Context: an optimization exercise on an open-source flow, tuned for small area and a short achievable clock period. The choices shown serve that exercise and are no tape-out recipe.
Where RTL was checked, it was by simulation tests only, not by an equivalence proof against the original.
Power is estimated from default activity; no workload was simulated.

==> inputs of run C <==
==> flow/design.v <==
package sram_arb_pkg;
  localparam int DEF_DATA_W = 8;
  localparam int DEF_ADDR_W = 8;
  localparam int DEF_NCH    = 2;
  localparam int DEF_RD_LAT = 1;
  localparam int MAX_NCH    = 8;
  typedef logic [$clog2(MAX_NCH)-1:0] ch_id_t;
endpackage
module rr_arbiter
#(
  parameter int NCH = sram_arb_pkg::DEF_NCH
) (
  input  logic           clk,
  input  logic           rst,
  input  logic [NCH-1:0] req,
  output logic [NCH-1:0] gnt,
  output logic [NCH-1:0] gnt_int
);
  logic [NCH*NCH-1:0] behind;
  rr_grant #(.NCH(NCH)) u_gnt_port (
    .rst    (rst),
    .req    (req),
    .behind (behind),
    .gnt    (gnt)
  );
  rr_grant #(.NCH(NCH)) u_gnt_int (
    .rst    (rst),
    .req    (req),
    .behind (behind),
    .gnt    (gnt_int)
  );
  always_ff @(posedge clk or posedge rst) begin
    if (rst) begin
      behind <= '0;
    end else if (|gnt_int) begin
      for (int i = 0; i < NCH; i++) begin
        for (int j = i + 1; j < NCH; j++) begin
          behind[i*NCH + j] <= |(gnt_int & (((NCH)'(1) << j) - ((NCH)'(1) << i)));
        end
      end
    end
  end
endmodule
module rr_grant
#(
  parameter int NCH = sram_arb_pkg::DEF_NCH
) (
  input  logic           rst,
  input  logic [NCH-1:0] req,
  input  logic [NCH*NCH-1:0] behind,
  output logic [NCH-1:0] gnt
);
  logic [NCH-1:0] blocked;
  always_comb begin
    for (int i = 0; i < NCH; i++) begin
      blocked[i] = 1'b0;
      for (int j = 0; j < NCH; j++) begin
        if (j < i) blocked[i] = blocked[i] | (req[j] & ~behind[j*NCH + i]);
        if (j > i) blocked[i] = blocked[i] | (req[j] &  behind[i*NCH + j]);
      end
      gnt[i] = req[i] & ~blocked[i] & ~rst;
    end
  end
endmodule
module sram_arb
#(
  parameter int DATA_W = sram_arb_pkg::DEF_DATA_W,
  parameter int ADDR_W = sram_arb_pkg::DEF_ADDR_W,
  parameter int NCH    = sram_arb_pkg::DEF_NCH,
  parameter int RD_LAT = sram_arb_pkg::DEF_RD_LAT
) (
  input  logic                  clk,
  input  logic                  rst,
  input  logic [NCH-1:0]        en,
  input  logic [NCH-1:0]        wr,
  input  logic [NCH*DATA_W-1:0] wr_data,
  input  logic [NCH*ADDR_W-1:0] addr,
  output logic [NCH-1:0]        gnt,
  output logic [NCH-1:0]        rd_valid,
  output logic [DATA_W-1:0]     rd_data
);
  localparam int DEPTH = 2 ** ADDR_W;
  logic [ADDR_W-1:0] sel_addr;
  logic [DATA_W-1:0] sel_wdata;
  localparam int LO_W = ADDR_W / 2;
  localparam int HI_W = ADDR_W - LO_W;
  logic [2**LO_W-1:0] sel_lo;
  logic [2**HI_W-1:0] sel_hi;
  logic [2**LO_W-1:0] req_lo;
  logic [2**HI_W-1:0] req_hi;
  logic [DATA_W-1:0] req_wdata;
  logic              req_we;
  logic [NCH-1:0]    rd_v0;
  logic [NCH-1:0]    rd_v1;
  logic [DATA_W-1:0] mem [DEPTH];
  logic [DEPTH-1:0]  row;
  logic [NCH-1:0]    gnt_int;
  localparam int PART = 48;
  localparam int NP   = (DEPTH + PART - 1) / PART;
  function automatic int PART_N(input int p);
    PART_N = DEPTH - p * PART;
    if (PART_N > PART) PART_N = PART;
  endfunction
  logic [DATA_W*NP-1:0] rd_part;
  logic [DATA_W*NP-1:0] rd_q;
  rr_arbiter #(.NCH(NCH)) u_arb (
    .clk (clk),
    .rst (rst),
    .req (en),
    .gnt     (gnt),
    .gnt_int (gnt_int)
  );
  always_comb begin
    sel_addr  = '0;
    sel_wdata = '0;
    for (int i = 0; i < NCH; i++) begin
      sel_addr  = sel_addr  | ({ADDR_W{gnt_int[i]}} & addr[i*ADDR_W +: ADDR_W]);
      sel_wdata = sel_wdata | ({DATA_W{gnt_int[i]}} & wr_data[i*DATA_W +: DATA_W]);
    end
  end
  always_comb begin
    for (int k = 0; k < 2**LO_W; k++) sel_lo[k] = (sel_addr[LO_W-1:0] == LO_W'(k));
    for (int k = 0; k < 2**HI_W; k++) sel_hi[k] = (sel_addr[ADDR_W-1:LO_W] == HI_W'(k));
  end
  always_ff @(posedge clk) begin
    req_lo    <= sel_lo;
    req_hi    <= sel_hi;
    req_wdata <= sel_wdata;
    req_we    <= |(gnt_int & wr);
  end
  always_ff @(posedge clk or posedge rst) begin
    if (rst) begin
      rd_v0 <= '0;
      rd_v1 <= '0;
    end else begin
      rd_v0 <= gnt_int & ~wr;
      rd_v1 <= rd_v0;
    end
  end
  always_comb begin
    for (int r = 0; r < DEPTH; r++) row[r] = req_hi[r >> LO_W] & req_lo[r % (2**LO_W)];
  end
  always_ff @(posedge clk) begin
    for (int r = 0; r < DEPTH; r++) begin
      if (req_we && row[r]) mem[r] <= req_wdata;
    end
  end
  for (genvar b = 0; b < DATA_W; b++) begin : g_rd
    logic [DEPTH-1:0] col;
    always_comb begin
      for (int r = 0; r < DEPTH; r++) col[r] = mem[r][b];
    end
    for (genvar p = 0; p < NP; p++) begin : g_part
      sram_arb_rdmux #(.N(PART_N(p))) u_mux (
        .sel  (row[p*PART +: PART_N(p)]),
        .d    (col[p*PART +: PART_N(p)]),
        .y_n  (rd_part[b*NP + p])
      );
    end
    assign rd_data[b] = ~&rd_q[b*NP +: NP];
  end
  always_ff @(posedge clk) rd_q <= rd_part;
  assign rd_valid = rd_v1;
endmodule
module sram_arb_rdmux
#(
  parameter int N = 3
) (
  input  logic [N-1:0] sel,
  input  logic [N-1:0] d,
  output logic         y_n
);
  localparam int NG = (N + 2) / 3;
  logic [NG-1:0] grp_n;
  for (genvar g = 0; g < NG; g++) begin : g_grp
    if (3 * g + 2 < N) begin : g_3
      sram_arb_aoi222 u_aoi (
        .a (sel[3*g +: 3]),
        .b (d[3*g +: 3]),
        .y (grp_n[g])
      );
    end else if (3 * g + 1 < N) begin : g_2
      sram_arb_aoi22 u_aoi (
        .a (sel[3*g +: 2]),
        .b (d[3*g +: 2]),
        .y (grp_n[g])
      );
    end else begin : g_1
      assign grp_n[g] = ~(sel[3*g] & d[3*g]);
    end
  end
  assign y_n = &grp_n;
endmodule
module sram_arb_aoi222 (
  input  logic [2:0] a,
  input  logic [2:0] b,
  output logic       y
);
  assign y = ~|(a & b);
endmodule
module sram_arb_aoi22 (
  input  logic [1:0] a,
  input  logic [1:0] b,
  output logic       y
);
  assign y = ~|(a & b);
endmodule
module sram_arb_top (
  input  logic         clk,
  input  logic         rst,
  input  logic [3:0]   en,
  input  logic [3:0]   wr,
  input  logic [127:0] wr_data,
  input  logic [27:0]  addr,
  output logic [3:0]   gnt,
  output logic [3:0]   rd_valid,
  output logic [31:0]  rd_data
);
  sram_arb #(.DATA_W(32), .ADDR_W(7), .NCH(4), .RD_LAT(2)) u_sram_arb (
    .clk      (clk),
    .rst      (rst),
    .en       (en),
    .wr       (wr),
    .wr_data  (wr_data),
    .addr     (addr),
    .gnt      (gnt),
    .rd_valid (rd_valid),
    .rd_data  (rd_data)
  );
endmodule
==> flow/run.sh <==
#!/bin/bash
# synth_recipe.tcl (not shown) runs the flow's synth.tcl, then flattens the netlist and writes it again
# the make line also repeats each setting of config.mk as NAME=value (left out here)
make -C /OpenROAD-flow-scripts/flow DESIGN_CONFIG=/design/flow/config.mk WORK_HOME=/design/flow/orfs CLKGATE_MAP_FILE= SYNTH_SCRIPT=/design/flow/synth_recipe.tcl finish
==> flow/config.mk <==
export PLATFORM = sky130hd
export DESIGN_NAME = sram_arb_top
export DESIGN_NICKNAME = sram_arb_top
export VERILOG_FILES = /design/flow/design.v
export SDC_FILE = /design/flow/constraint.sdc
export NUM_CORES = 4
export LEC_CHECK = 0
export CAP_MARGIN = 20
export CORE_MARGIN = 2
export CORE_UTILIZATION = 65
export CTS_BUF_LIST = sky130_fd_sc_hd__clkbuf_8 sky130_fd_sc_hd__clkbuf_16
export CTS_CLUSTER_DIAMETER = 80
export CTS_CLUSTER_SIZE = 24
export PLACE_DENSITY = 0.75
export SETUP_SLACK_MARGIN = 3.2
export SLEW_MARGIN = 20
export SYNTH_HIERARCHICAL = 1
export SYNTH_MINIMUM_KEEP_SIZE = 0
==> flow/constraint.sdc <==
create_clock -name core_clock -period 6.3 [get_ports {clk}]
set_input_delay 1.2600 -clock core_clock [delete_from_list [all_inputs] [get_ports {clk}]]
set_output_delay 1.2600 -clock core_clock [all_outputs]
set_load 0.01 [all_outputs]
==> run P (differences from run C) <==
==> flow/flow/run.sh (new file) <==
#!/bin/bash
# The standard layout, with the port buffers made from buf_2 cells and
# non-critical gates downsized after global routing.
set -euo pipefail
bash standard.sh \
  BUFFER_PORTS_ARGS="-buffer_cell sky130_fd_sc_hd__buf_2" \
  RECOVER_POWER=100 \
  finish > standard_flow.log 2>&1
==> flow/standard.sh (new file) <==
#!/bin/bash
# synth_recipe.tcl (not shown) runs the flow's synth.tcl, then flattens the netlist and writes it again
# the make line also repeats each setting of config.mk as NAME=value (left out here)
make -C /OpenROAD-flow-scripts/flow DESIGN_CONFIG=/design/flow/config.mk WORK_HOME=/design/flow/orfs CLKGATE_MAP_FILE= SYNTH_SCRIPT=/design/flow/synth_recipe.tcl "${@:-finish}"
removed: flow/run.sh
==> run F (differences from run C) <==
==> flow/design.v (replaced) <==
package sram_arb_pkg;
  localparam int DEF_DATA_W = 8;
  localparam int DEF_ADDR_W = 8;
  localparam int DEF_NCH    = 2;
  localparam int DEF_RD_LAT = 1;
  localparam int MAX_NCH    = 8;
  typedef logic [$clog2(MAX_NCH)-1:0] ch_id_t;
endpackage
module rr_arbiter
#(
  parameter int NCH = sram_arb_pkg::DEF_NCH
) (
  input  logic           clk,
  input  logic           rst,
  input  logic [NCH-1:0] req,
  output logic [NCH-1:0] gnt
);
  logic [NCH-1:0] ahead [NCH];
  logic [NCH-1:0] blocked;
  always_comb begin
    for (int i = 0; i < NCH; i++) begin
      blocked[i] = 1'b0;
      for (int j = 0; j < NCH; j++) begin
        if (j < i) blocked[i] = blocked[i] | (req[j] &  ahead[j][i]);
        if (j > i) blocked[i] = blocked[i] | (req[j] & ~ahead[i][j]);
      end
      gnt[i] = req[i] & ~blocked[i] & ~rst;
    end
  end
  always_ff @(posedge clk or posedge rst) begin
    if (rst) begin
      for (int i = 0; i < NCH; i++) ahead[i] <= '1;
    end else if (|gnt) begin
      for (int i = 0; i < NCH; i++) begin
        for (int j = i + 1; j < NCH; j++) begin
          ahead[i][j] <= ~|(gnt & (((NCH)'(1) << j) - ((NCH)'(1) << i)));
        end
      end
    end
  end
endmodule
module sram_arb
#(
  parameter int DATA_W = sram_arb_pkg::DEF_DATA_W,
  parameter int ADDR_W = sram_arb_pkg::DEF_ADDR_W,
  parameter int NCH    = sram_arb_pkg::DEF_NCH,
  parameter int RD_LAT = sram_arb_pkg::DEF_RD_LAT
) (
  input  logic                  clk,
  input  logic                  rst,
  input  logic [NCH-1:0]        en,
  input  logic [NCH-1:0]        wr,
  input  logic [NCH*DATA_W-1:0] wr_data,
  input  logic [NCH*ADDR_W-1:0] addr,
  output logic [NCH-1:0]        gnt,
  output logic [NCH-1:0]        rd_valid,
  output logic [DATA_W-1:0]     rd_data
);
  localparam int DEPTH = 2 ** ADDR_W;
  logic [ADDR_W-1:0] sel_addr;
  logic [DATA_W-1:0] sel_wdata;
  logic [ADDR_W-1:0] req_addr;
  logic [DATA_W-1:0] req_wdata;
  logic              req_we;
  logic [NCH-1:0]    rd_v0;
  logic [NCH-1:0]    rd_v1;
  logic [DATA_W-1:0] mem [DEPTH];
  logic [DEPTH-1:0]  row;
  logic [DATA_W-1:0] rd_word;
  logic [DATA_W-1:0] rd_q;
  rr_arbiter #(.NCH(NCH)) u_arb (
    .clk (clk),
    .rst (rst),
    .req (en),
    .gnt (gnt)
  );
  always_comb begin
    sel_addr  = '0;
    sel_wdata = '0;
    for (int i = 0; i < NCH; i++) begin
      sel_addr  = sel_addr  | ({ADDR_W{gnt[i]}} & addr[i*ADDR_W +: ADDR_W]);
      sel_wdata = sel_wdata | ({DATA_W{gnt[i]}} & wr_data[i*DATA_W +: DATA_W]);
    end
  end
  always_ff @(posedge clk) begin
    req_addr  <= sel_addr;
    req_wdata <= sel_wdata;
    req_we    <= |(gnt & wr);
  end
  always_ff @(posedge clk or posedge rst) begin
    if (rst) begin
      rd_v0 <= '0;
      rd_v1 <= '0;
    end else begin
      rd_v0 <= gnt & ~wr;
      rd_v1 <= rd_v0;
    end
  end
  always_comb begin
    for (int r = 0; r < DEPTH; r++) row[r] = (req_addr == ADDR_W'(r));
  end
  always_ff @(posedge clk) begin
    for (int r = 0; r < DEPTH; r++) begin
      if (req_we && row[r]) mem[r] <= req_wdata;
    end
  end
  for (genvar b = 0; b < DATA_W; b++) begin : g_rd
    logic [DEPTH-1:0] col;
    always_comb begin
      for (int r = 0; r < DEPTH; r++) col[r] = mem[r][b];
    end
    sram_arb_rdmux #(.N(DEPTH)) u_mux (.sel(row), .d(col), .y(rd_word[b]));
  end
  always_ff @(posedge clk) rd_q <= rd_word;
  assign rd_valid = rd_v1;
  assign rd_data  = rd_q;
endmodule
module sram_arb_rdmux
#(
  parameter int N = 3
) (
  input  logic [N-1:0] sel,
  input  logic [N-1:0] d,
  output logic         y
);
  localparam int NG = (N + 2) / 3;
  logic [NG-1:0] grp_n;
  for (genvar g = 0; g < NG; g++) begin : g_grp
    if (3 * g + 2 < N) begin : g_3
      sram_arb_aoi222 u_aoi (
        .a (sel[3*g +: 3]),
        .b (d[3*g +: 3]),
        .y (grp_n[g])
      );
    end else if (3 * g + 1 < N) begin : g_2
      sram_arb_aoi22 u_aoi (
        .a (sel[3*g +: 2]),
        .b (d[3*g +: 2]),
        .y (grp_n[g])
      );
    end else begin : g_1
      assign grp_n[g] = ~(sel[3*g] & d[3*g]);
    end
  end
  assign y = ~&grp_n;
endmodule
module sram_arb_aoi222 (
  input  logic [2:0] a,
  input  logic [2:0] b,
  output logic       y
);
  assign y = ~|(a & b);
endmodule
module sram_arb_aoi22 (
  input  logic [1:0] a,
  input  logic [1:0] b,
  output logic       y
);
  assign y = ~|(a & b);
endmodule
module sram_arb_top (
  input  logic         clk,
  input  logic         rst,
  input  logic [3:0]   en,
  input  logic [3:0]   wr,
  input  logic [127:0] wr_data,
  input  logic [27:0]  addr,
  output logic [3:0]   gnt,
  output logic [3:0]   rd_valid,
  output logic [31:0]  rd_data
);
  sram_arb #(.DATA_W(32), .ADDR_W(7), .NCH(4), .RD_LAT(2)) u_sram_arb (
    .clk      (clk),
    .rst      (rst),
    .en       (en),
    .wr       (wr),
    .wr_data  (wr_data),
    .addr     (addr),
    .gnt      (gnt),
    .rd_valid (rd_valid),
    .rd_data  (rd_data)
  );
endmodule
--- a/flow/config.mk
+++ b/flow/config.mk
@@ -9,9 +9,7 @@
 export CORE_MARGIN = 2
 export CORE_UTILIZATION = 65
-export CTS_BUF_LIST = sky130_fd_sc_hd__clkbuf_8 sky130_fd_sc_hd__clkbuf_16
-export CTS_CLUSTER_DIAMETER = 80
-export CTS_CLUSTER_SIZE = 24
+export CTS_BUF_LIST = sky130_fd_sc_hd__clkbuf_4 sky130_fd_sc_hd__clkbuf_8
 export PLACE_DENSITY = 0.75
-export SETUP_SLACK_MARGIN = 3.2
+export SETUP_SLACK_MARGIN = 0.2
 export SLEW_MARGIN = 20
 export SYNTH_HIERARCHICAL = 1
==> run B (differences from run C) <==
--- a/flow/config.mk
+++ b/flow/config.mk
@@ -10,8 +10,8 @@
 export CORE_UTILIZATION = 65
 export CTS_BUF_LIST = sky130_fd_sc_hd__clkbuf_8 sky130_fd_sc_hd__clkbuf_16
-export CTS_CLUSTER_DIAMETER = 80
-export CTS_CLUSTER_SIZE = 24
+export CTS_CLUSTER_DIAMETER = 90
+export CTS_CLUSTER_SIZE = 28
 export PLACE_DENSITY = 0.75
-export SETUP_SLACK_MARGIN = 3.2
+export SETUP_SLACK_MARGIN = 3.0
 export SLEW_MARGIN = 20
 export SYNTH_HIERARCHICAL = 1
==> run summary <==
Status - finished clean
Worst Hold Endpoint - u_sram_arb.rd_v1[2]$_DFF_PP0_
Reg2Reg Setup Slack - 3.21 ns
Worst-Skew Late Latency - 0.90 ns
Fill cell count - 12834
DP HPWL - 225 mm
Max Slew Vio Count - 0
Post-CTS sizing - 300
Worst-path fanout max - 5
Logic pwr share - 0.083
Pwr dens - 336 nW/um^2
Final setup margin - 3.00 ns
Placement Cell Area - 154000 sq um
the above is filed under run C

==> run summary <==
Max-Cap Viols - 138
Worst Hold Endpoint - u_sram_arb.rd_v1[0]$_DFF_PP0_
Fill cell count - 13223
Worst-path fanout max - 74
HP Start - u_sram_arb.rd_v0[0]$_DFF_PP0_
Clk sinks - 4263
DP HPWL - 231 mm
Reg2Reg Setup Slack - 1.39 ns
Layout check failures - max-capacitance violations, max-slew violations
Logic pwr share - 0.078
First-pass GRT wire length - 567 mm
Max Slew Vio Count - 6467
Clk slew on worst S/H paths - 0.09 ns
Placement Cell Area - 153000 sq um
Pwr dens - 339 nW/um^2
Worst-Skew Late Latency - 0.92 ns
Status - complete, but fails checks
Final setup margin - 1.39 ns
Fin. Hold Viols - 0
Arr. time, crit path - 5.36 ns
DRC errors left - 0
the above is filed under run P

==> run summary <==
Worst-Skew Late Latency - 0.89 ns
Reg2Reg Setup Slack - 2.93 ns
DP HPWL - 225 mm
Final TNS setup - 0 ns
P_comb - 0.00445 W
Worst-path fanout max - 69
Pwr dens - 332 nW/um^2
Final setup margin - 2.93 ns
Max Slew Vio Count - 0
Logic pwr share - 0.084
Status - finished clean
Post-CTS sizing - 178
M1 wire length - 137 mm
Fill cell count - 13022
the above is filed under run B

==> run summary <==
Async SR Flop Fraction - 0.00335
Placement Cell Area - 155000 sq um
Logic pwr share - 0.087
Worst-path fanout max - 32
Row Count - 172
Status - finished clean
Top-count cell post-synth - edfxtp_1
Worst Hold Endpoint - u_sram_arb.rd_v1[3]$_DFF_PP0_
Final setup margin - 1.36 ns
Post-CTS sizing - 0
DP HPWL - 239 mm
CTS Hold Bufs - 0
Num sequential - 4182
Worst-Skew Late Latency - 1.13 ns
Fill cell count - 11289
Reg2Reg Setup Slack - 1.36 ns
Pwr dens - 365 nW/um^2
the above is filed under run F

The RTL of run F was laid out without a check of its function.

## port drivers added, routing unchanged
Ports are ideal in the flow. The routed layouts listed here were re-timed in OpenROAD. Step 1 sets driving cells, clkbuf_16 on the clock port and buf_2 on the other inputs (assumed; they add their load-dependent delay and slew). Step 2 adds t to the input delays and takes it off the output delays; t is the mean of the earliest and latest rising clock arrival at the registers after step 1. Input paths then give back, and output paths get back, about the clock's delay inside the block. Slacks: no drivers / after step 1 / after step 2; pairs: no drivers / after step 1.
run	t (ns)	setup slack, ns	slew at the worst register clock pin (ns)
run C	0.961	2.995 / 2.949 / 2.855	0.11 / 0.11
run P	0.994	1.389 / 1.389 / 0.673	0.10 / 0.10
run F	1.173	1.361 / 1.361 / 1.361	0.07 / 0.07
run B	0.958	2.929 / 2.911 / 2.912	0.11 / 0.11
The setup slack of run P, which loses most, moves by 0.000 ns with the drivers and by -0.716 ns with both steps.
